This is an optimization exercise on Yosys and OpenROAD, whose aim is small area, a short achievable clock period and few clock cycles, not a production implementation. Only simulation tests tie the RTL to the original design; equivalence was not proved. No activity file was given, so power comes from the tool's default toggle rates.

==> design.v <==
module work_stealing_deque_top #(
    parameter int DEPTH  = 64,
    parameter int TASK_W = 32,    
    parameter int ACT_W  = 3      
) (
    input  logic                       i_clk,
    input  logic                       i_rst_n,
    input  logic                       i_valid,
    output logic                       o_ready,
    input  logic [ACT_W-1:0]  i_action,
    input  logic [TASK_W-1:0] i_task_req,
    output logic                       o_valid,
    input  logic                       i_ready,
    output logic                       o_ok,
    output logic [TASK_W-1:0] o_task_out,
    output logic [$clog2(DEPTH):0]     o_count,
    output logic                       o_is_empty,
    output logic                       o_is_full
);
    localparam logic [ACT_W-1:0] ACT_PUSH  = 3'd0;
    localparam logic [ACT_W-1:0] ACT_POP   = 3'd1;
    localparam logic [ACT_W-1:0] ACT_STEAL = 3'd2;
    localparam logic [ACT_W-1:0] ACT_PEEK  = 3'd3;
    localparam logic [ACT_W-1:0] ACT_CLEAR = 3'd4;
    localparam int AW = $clog2(DEPTH);
    localparam int PW = AW + 1;
    localparam int LW = 8;               
    localparam int HW = DEPTH / LW;      
    logic [TASK_W-1:0] r_mem [DEPTH];
    logic [HW-1:0] r_f_hi, r_b_hi;       
    logic [LW-1:0] r_f_lo, r_b_lo;
    logic [HW-1:0] w_w_hi;               
    logic [LW-1:0] w_w_lo;
    logic [PW-1:0] r_cnt;
    logic          r_empty, r_full;
    logic              r_ov;
    logic              r_o_ok;
    logic [TASK_W-1:0] r_o_task;
    logic [PW-1:0]     r_o_cnt;
    logic              r_o_empty, r_o_full;
    logic          w_acc;
    logic          w_push, w_pop, w_steal, w_peek, w_clear;
    logic          w_ok, w_rd_back, w_rd_front;
    logic [DEPTH-1:0]  w_sel;
    logic [TASK_W-1:0] w_rd_data, w_task;
    logic [PW-1:0] w_cnt;
    assign o_ready = ~r_ov | i_ready;
    assign w_acc   = i_valid & o_ready;
    assign w_push  = (i_action == ACT_PUSH) & ~r_full;
    assign w_pop   = (i_action == ACT_POP) & ~r_empty;
    assign w_steal = (i_action == ACT_STEAL) & ~r_empty;
    assign w_peek  = (i_action == ACT_PEEK) & ~r_empty;
    assign w_clear = (i_action == ACT_CLEAR);
    assign w_ok       = w_push | w_pop | w_steal | w_peek | w_clear;
    assign w_rd_back  = w_pop;
    assign w_rd_front = w_steal | w_peek;
    logic [DEPTH*TASK_W-1:0] w_mem_flat;
    always_comb begin
        for (int i = 0; i < DEPTH; i++) begin
            w_sel[i] = i_action[1] ? (r_f_hi[i / LW] & r_f_lo[i % LW])
                                   : (r_b_hi[i / LW] & r_b_lo[i % LW]);
            w_mem_flat[i*TASK_W +: TASK_W] = r_mem[i];
        end
    end
    wsd_read_mux #(.N(DEPTH), .W(TASK_W)) u_rd (
        .i_sel  (w_sel),
        .i_data (w_mem_flat),
        .o_data (w_rd_data)
    );
    assign w_task = {TASK_W{w_rd_back | w_rd_front}} & w_rd_data;
    always_comb begin
        if (w_clear)                w_cnt = '0;
        else if (w_push)            w_cnt = r_cnt + PW'(1);
        else if (w_pop | w_steal)   w_cnt = r_cnt - PW'(1);
        else                        w_cnt = r_cnt;
    end
    assign w_w_lo = {r_b_lo[LW-2:0], r_b_lo[LW-1]};
    assign w_w_hi = r_b_lo[LW-1] ? {r_b_hi[HW-2:0], r_b_hi[HW-1]} : r_b_hi;
    always_ff @(posedge i_clk) begin
        for (int i = 0; i < DEPTH; i++) begin
            if (!r_full && w_w_hi[i / LW] && w_w_lo[i % LW]) begin
                r_mem[i] <= i_task_req;
            end
        end
    end
    always_ff @(posedge i_clk) begin
        if (!i_rst_n) begin
            r_f_hi  <= HW'(1);
            r_f_lo  <= LW'(1);
            r_b_hi  <= {1'b1, {(HW-1){1'b0}}};
            r_b_lo  <= {1'b1, {(LW-1){1'b0}}};
            r_cnt   <= '0;
            r_empty <= 1'b1;
            r_full  <= 1'b0;
        end else if (w_acc) begin
            if (w_clear) begin
                r_f_hi  <= HW'(1);
                r_f_lo  <= LW'(1);
                r_b_hi  <= {1'b1, {(HW-1){1'b0}}};
                r_b_lo  <= {1'b1, {(LW-1){1'b0}}};
            end else if (w_push) begin
                r_b_lo <= {r_b_lo[LW-2:0], r_b_lo[LW-1]};
                if (r_b_lo[LW-1]) r_b_hi <= {r_b_hi[HW-2:0], r_b_hi[HW-1]};
            end else if (w_pop) begin
                r_b_lo <= {r_b_lo[0], r_b_lo[LW-1:1]};
                if (r_b_lo[0]) r_b_hi <= {r_b_hi[0], r_b_hi[HW-1:1]};
            end else if (w_steal) begin
                r_f_lo <= {r_f_lo[LW-2:0], r_f_lo[LW-1]};
                if (r_f_lo[LW-1]) r_f_hi <= {r_f_hi[HW-2:0], r_f_hi[HW-1]};
            end
            r_cnt   <= w_cnt;
            r_empty <= (w_cnt == '0);
            r_full  <= (w_cnt == PW'(DEPTH));
        end
    end
    always_ff @(posedge i_clk) begin
        if (!i_rst_n) begin
            r_ov <= 1'b0;
        end else if (w_acc) begin
            r_ov <= 1'b1;
        end else if (i_ready) begin
            r_ov <= 1'b0;
        end
    end
    always_ff @(posedge i_clk) begin
        if (w_acc) begin
            r_o_ok    <= w_ok;
            r_o_task  <= w_task;
            r_o_cnt   <= w_cnt;
            r_o_empty <= (w_cnt == '0);
            r_o_full  <= (w_cnt == PW'(DEPTH));
        end
    end
    assign o_valid    = r_ov;
    assign o_ok       = r_o_ok;
    assign o_task_out = r_o_task;
    assign o_count    = r_o_cnt;
    assign o_is_empty = r_o_empty;
    assign o_is_full  = r_o_full;
endmodule
module wsd_read_mux #(
    parameter int N = 64,
    parameter int W = 32
) (
    input  logic [N-1:0]   i_sel,
    input  logic [N*W-1:0] i_data,
    output logic [W-1:0]   o_data
);
    for (genvar b = 0; b < W; b++) begin : g_bit
        logic [N/8-1:0] w_l2;    
        logic [N/16-1:0] w_l3;   
        for (genvar k = 0; k < N/8; k++) begin : g_l2
            wsd_ao8 u (.i_s(i_sel[8*k +: 8]),
                       .i_d({i_data[(8*k+7)*W + b], i_data[(8*k+6)*W + b],
                             i_data[(8*k+5)*W + b], i_data[(8*k+4)*W + b],
                             i_data[(8*k+3)*W + b], i_data[(8*k+2)*W + b],
                             i_data[(8*k+1)*W + b], i_data[(8*k)*W + b]}),
                       .y(w_l2[k]));
        end
        for (genvar k = 0; k < N/16; k++) begin : g_l3
            wsd_nor2 u (.a(w_l2[2*k]), .b(w_l2[2*k+1]), .y(w_l3[k]));
        end
        wsd_nand4 u_l4 (.a(w_l3[0]), .b(w_l3[1]), .c(w_l3[2]), .d(w_l3[3]), .y(o_data[b]));
    end
endmodule
module wsd_ao8 (input logic [7:0] i_s, input logic [7:0] i_d, output logic y);
    assign y = |(i_s & i_d);
endmodule
module wsd_nand4 (input logic a, b, c, d, output logic y);
    assign y = ~(a & b & c & d);
endmodule
module wsd_nor2 (input logic a, b, output logic y);
    assign y = ~(a | b);
endmodule
==> run.sh <==
#!/bin/bash
# synth_recipe.tcl (not shown) runs the flow's synth.tcl, then flattens the netlist and writes it again
# the make line also repeats each setting of config.mk as NAME=value (left out here)
make -C /OpenROAD-flow-scripts/flow DESIGN_CONFIG=/design/flow/config.mk WORK_HOME=/design/flow/orfs CLKGATE_MAP_FILE= SYNTH_SCRIPT=/design/flow/synth_recipe.tcl finish
==> config.mk <==
export PLATFORM = sky130hd
export DESIGN_NAME = work_stealing_deque_top
export DESIGN_NICKNAME = work_stealing_deque_top
export VERILOG_FILES = /design/flow/design.v
export SDC_FILE = /design/flow/constraint.sdc
export NUM_CORES = 4
export LEC_CHECK = 0
export CAP_MARGIN = 20
export CORE_MARGIN = 2
export CORE_UTILIZATION = 73
export CTS_CLUSTER_DIAMETER = 70
export CTS_CLUSTER_SIZE = 22
export SETUP_SLACK_MARGIN = 3.2
export SLEW_MARGIN = 20
export SYNTH_HIERARCHICAL = 1
export TNS_END_PERCENT = 5
==> constraint.sdc <==
create_clock -name core_clock -period 5.5 [get_ports {i_clk}]
set_input_delay 1.1000 -clock core_clock [delete_from_list [all_inputs] [get_ports {i_clk}]]
set_output_delay 1.1000 -clock core_clock [all_outputs]
set_load 0.01 [all_outputs]
==> results.txt <==
==> Yosys stat by module, one instance, submodules excluded, excerpt <==
| module | cell area (um2) | copies in the design | flops+latches | cells inside |
|---|---|---|---|---|
| work_stealing_deque_top | 66800 | 1 | 2132 | 2720 |
| wsd_ao8 | 36.3 | 256 | 0 | 5 |
| wsd_nand4 | 6.26 | 32 | 0 | 1 |
| wsd_nor2 | 3.75 | 128 | 0 | 1 |
==> routing by layer <==
layer,share of wire (%),vias up,GRT usage [%]
met2,43,5647,69.7
met5,0.23,-,1.20
li1,-,19000,-
met3,18,1299,16.9
met1,30,24500,62.3
met4,9.0,36,28.7
==> cell usage after synthesis, drive strengths merged, types with 2 or more instances <==
cell type | n | area, um2
a21boi | 23 | 173
a21oi | 15 | 75.1
a22oi | 1032 | 7750
and2 | 97 | 607
and3 | 2 | 12.5
buf | 13 | 65.1
clkbuf | 64 | 240
dfxtp | 42 | 841
edfxtp | 2090 | 62800
ha | 2 | 25.0
inv | 4 | 15.0
mux2i | 16 | 160
nand2 | 100 | 375
nand2b | 4 | 25.0
nand3 | 76 | 380
nand4 | 292 | 1830
nor2 | 147 | 552
nor2b | 17 | 106
nor3 | 15 | 80.1
nor3b | 3 | 22.5
o2111ai | 7 | 61.3
o21ai | 76 | 380
or3 | 3 | 18.8
or4 | 2 | 22.5
xnor2 | 2 | 25.0
xor2 | 2 | 17.5
==> final timing paths <==
check	depth (start not counted)	from	slack, ns	end
max reg2reg	10	r_f_hi[2]	2.46	r_o_task[0]
max	13	i_action[1]	2.41	r_o_task[0]
min	2	r_cnt[6]	0.49	r_cnt[6]
min reg2reg	2	r_cnt[6]	0.49	r_cnt[6]
==> worst max-delay path, delay by kind of cell <==
| family | cells | cell delay [ns] |
|---|---|---|
| buf+inv | 6 | 0.89 |
| simple gates | 5 | 1.33 |
| compound gates | 2 | 0.28 |
==> cell families (layout without fill, tap and decap cells) <==
logic type	Yosys count	count (layout)	share of synthesized area, %
mux	16	16	0.209
fa+ha+maj	2	2	0.0326
compound gates	1162	1203	11.1
buf+inv	82	698	0.422
xor+xnor	4	4	0.0554
simple gates	762	768	5.30
flops	2132	2132	82.9
other cells	0	10	0
==> through the flow <==
step | setup slack [ns] | power (W) | hold slack [ns]
2_1_floorplan | 2.69 | 0.0185 | 0.443
3_3_place_gp | 0.738 | 0.0190 | 0.460
3_5_place_dp | 0.676 | 0.0191 | 0.472
4_1_cts | 2.76 | 0.0276 | 0.485
5_1_grt | 2.56 | 0.0283 | 0.511
6_report | 2.41 | 0.0279 | 0.491
==> flip-flops by register name, indices dropped and copies added (netlist names) <==
name and count:
r_o_ok 1, r_f_hi 8, r_mem 2048, r_b_hi 8
r_o_full 1, r_empty 1, r_f_lo 8, r_cnt 7
r_full 1, r_b_lo 8, r_o_empty 1, r_o_cnt 7
r_o_task 32, r_ov 1
==> timing repair <==
| action | CTS | global route |
|---|---|---|
| cloned | 76 | 6 |
| setup buffers | 259 | 36 |
| pin swaps | 244 | 84 |
| resized for setup | 820 | 73 |
| endpoints found under the setup margin | 2217 | 1902 |
==> power by group through the flow <==
stage                     logic (W)  registers (W)  clock network [W]
final                      0.000988         0.0179            0.00901
after global routing       0.000981         0.0179            0.00939
after CTS                  0.000904         0.0179            0.00882
after detailed placement   0.000756         0.0183                  0
after global placement     0.000734         0.0183                  0
after floorplan            0.000221         0.0183                  0
==> final cells by class <==
cell class,count,area (um2),area share [%]
Clock inverter,20,239,0.263
Tap cell,1380,1730,1.90
Clock buffer,134,2970,3.27
Inverter,5,20.0,0.0220
Multi-Input combinational cell,1993,16400,18.1
Antenna cell,10,25.0,0.0276
Timing Repair Buffer,539,5740,6.32
Sequential cell,2132,63700,70.1
==> out/results.ini <==
[run_status]
status=finished clean

[floorplanning]
fp-row-count=118
initial_utilization_pct=73.8
dieArea_um2=108000
die_w_um=328
ios=83
die_height_um=328
core_area_um2=104000

[detailed_routing]
vias_per_cell=8.12
wl_per_cell_um=41.9
drt-total-wl_um=260000
drtIter0Drc=10400
drc=0
vias=50500
drtPass1Iterations=19
drtAntennaViolNets=0

[cts]
clock_insertion_delay_worst_skew_ns=0.79
htree_levels=3
hold_buffers=0
path_clk_slew_ns=0.09
ctsLongestPathBuffers=3
cts_inserted_buffers=111
cts_tree=built
clockRootBuffer=clkbuf_16
cts_sinks=2132

[run]
maxCapViolCount=0

[critical_path]
end_kind=flip-flop
path_max_fanout=11
cp-start-kind=input pin
crit_slowest_cell=nand4_1
cpPeakStageDelay_ns=0.53
crit_chain=clkbuf_16 -> buf_8 -> buf_16 -> nand3_4 -> o21ai_4 -> buf_12 -> buf_4 -> buf_6 -> a22oi_2 -> nand4_1 -> nor2_2 -> nand4_1 -> and2_1
arrival_ns=3.62
worst_path_most_repeated_cell=nand4_1
cp.required_ns=6.03
critPathKind=in -> reg

[pwr]
leakage_nw=28.2
p_clk_share_pct=32.3
internal_power_w=0.0221
swShare_pct=20.9
peakVddDrop_uv=489
power_per_cell_area_nw_per_um2=308
p_seq_share_pct=64.2
p_comb_share_pct=3.5
power.switching_w=0.00584

[sta]
slew_violations=0
clock.fmax_mhz=323
finalSetupTns_ns=0
hold_viol=0
rsz0062_at_grt=true
period_share_pct=56.2
worst_pin_slew_ns=1.10
relSlewSlack_pct=26.6
skew_ns=0.0624
setup_viol=0
fin_crit_ns=3.09

[synthesis]
synth_cell_types=48
synth_edf_count=2090
ys_ff_latch=2132
ys_warn_count=8
synth_flop_cell=edfxtp_1
syn-cell-area_um2=76700
yosysSeqAreaShare_pct=82.9
avgSynthCellArea_um2=18.4
synth_cells=4160
syn_nets=4201
ys_async_sr_fraction_pct=0

[grt]
grt_first_pass_wirelength_um=353000
grt_use_total_pct=47.6
overflow=0
grt_max_degree=65
grt_antenna_before_repair=21
grt_pass1_vias=46900

[finish]
fin_cells=6213
fin_util_pct=87.4
stdcell_area_um2=90800
layout.nets=4823
final_common_cell=edfxtp_1
drive_gt1_share_pct=24.6
area_growth_syn_to_layout_pct=18.3
layout_common_cells=2,090 x edfxtp_1, 893 x a22oi_1, 292 x nand4_1
fillCellCount=3983

[placement]
dpl_cell_area_um2=80700
dp.cells=5672
io_buffers=82
place.gp.congestion=0.915
dp_hpwl_um=122000

[hold_path]
hp-class=reg -> reg

Testbench counts, summed over its fixed seeds: cycles 12,008.

[re-timing with driven ports]
The results above use ideal ports. As a check the final layout listed here was re-extracted and re-timed, cells and wires unchanged. Step 1: set_driving_cell puts a clkbuf_16 on i_clk and a buf_2 on each other input, an assumption about the parent block. Step 2 adds t to the input delays and takes it off the output delays; t is the mean of the earliest and latest rising clock arrival at the registers after step 1. Input paths then give back, and output paths get back, about the clock's delay inside the block. a / b / c = no drivers / after step 1 / after step 2; a / b = the first two.
t (ns): 0.836
setup slack, ns: 2.407 / 1.969 / 1.133
hold WS [ns]: 0.491 / 0.491 / 0.491
After both steps setup and hold are still met in this run. For this run, drivers alone change the setup slack by -0.438 ns; drivers and shift together by -1.274 ns.
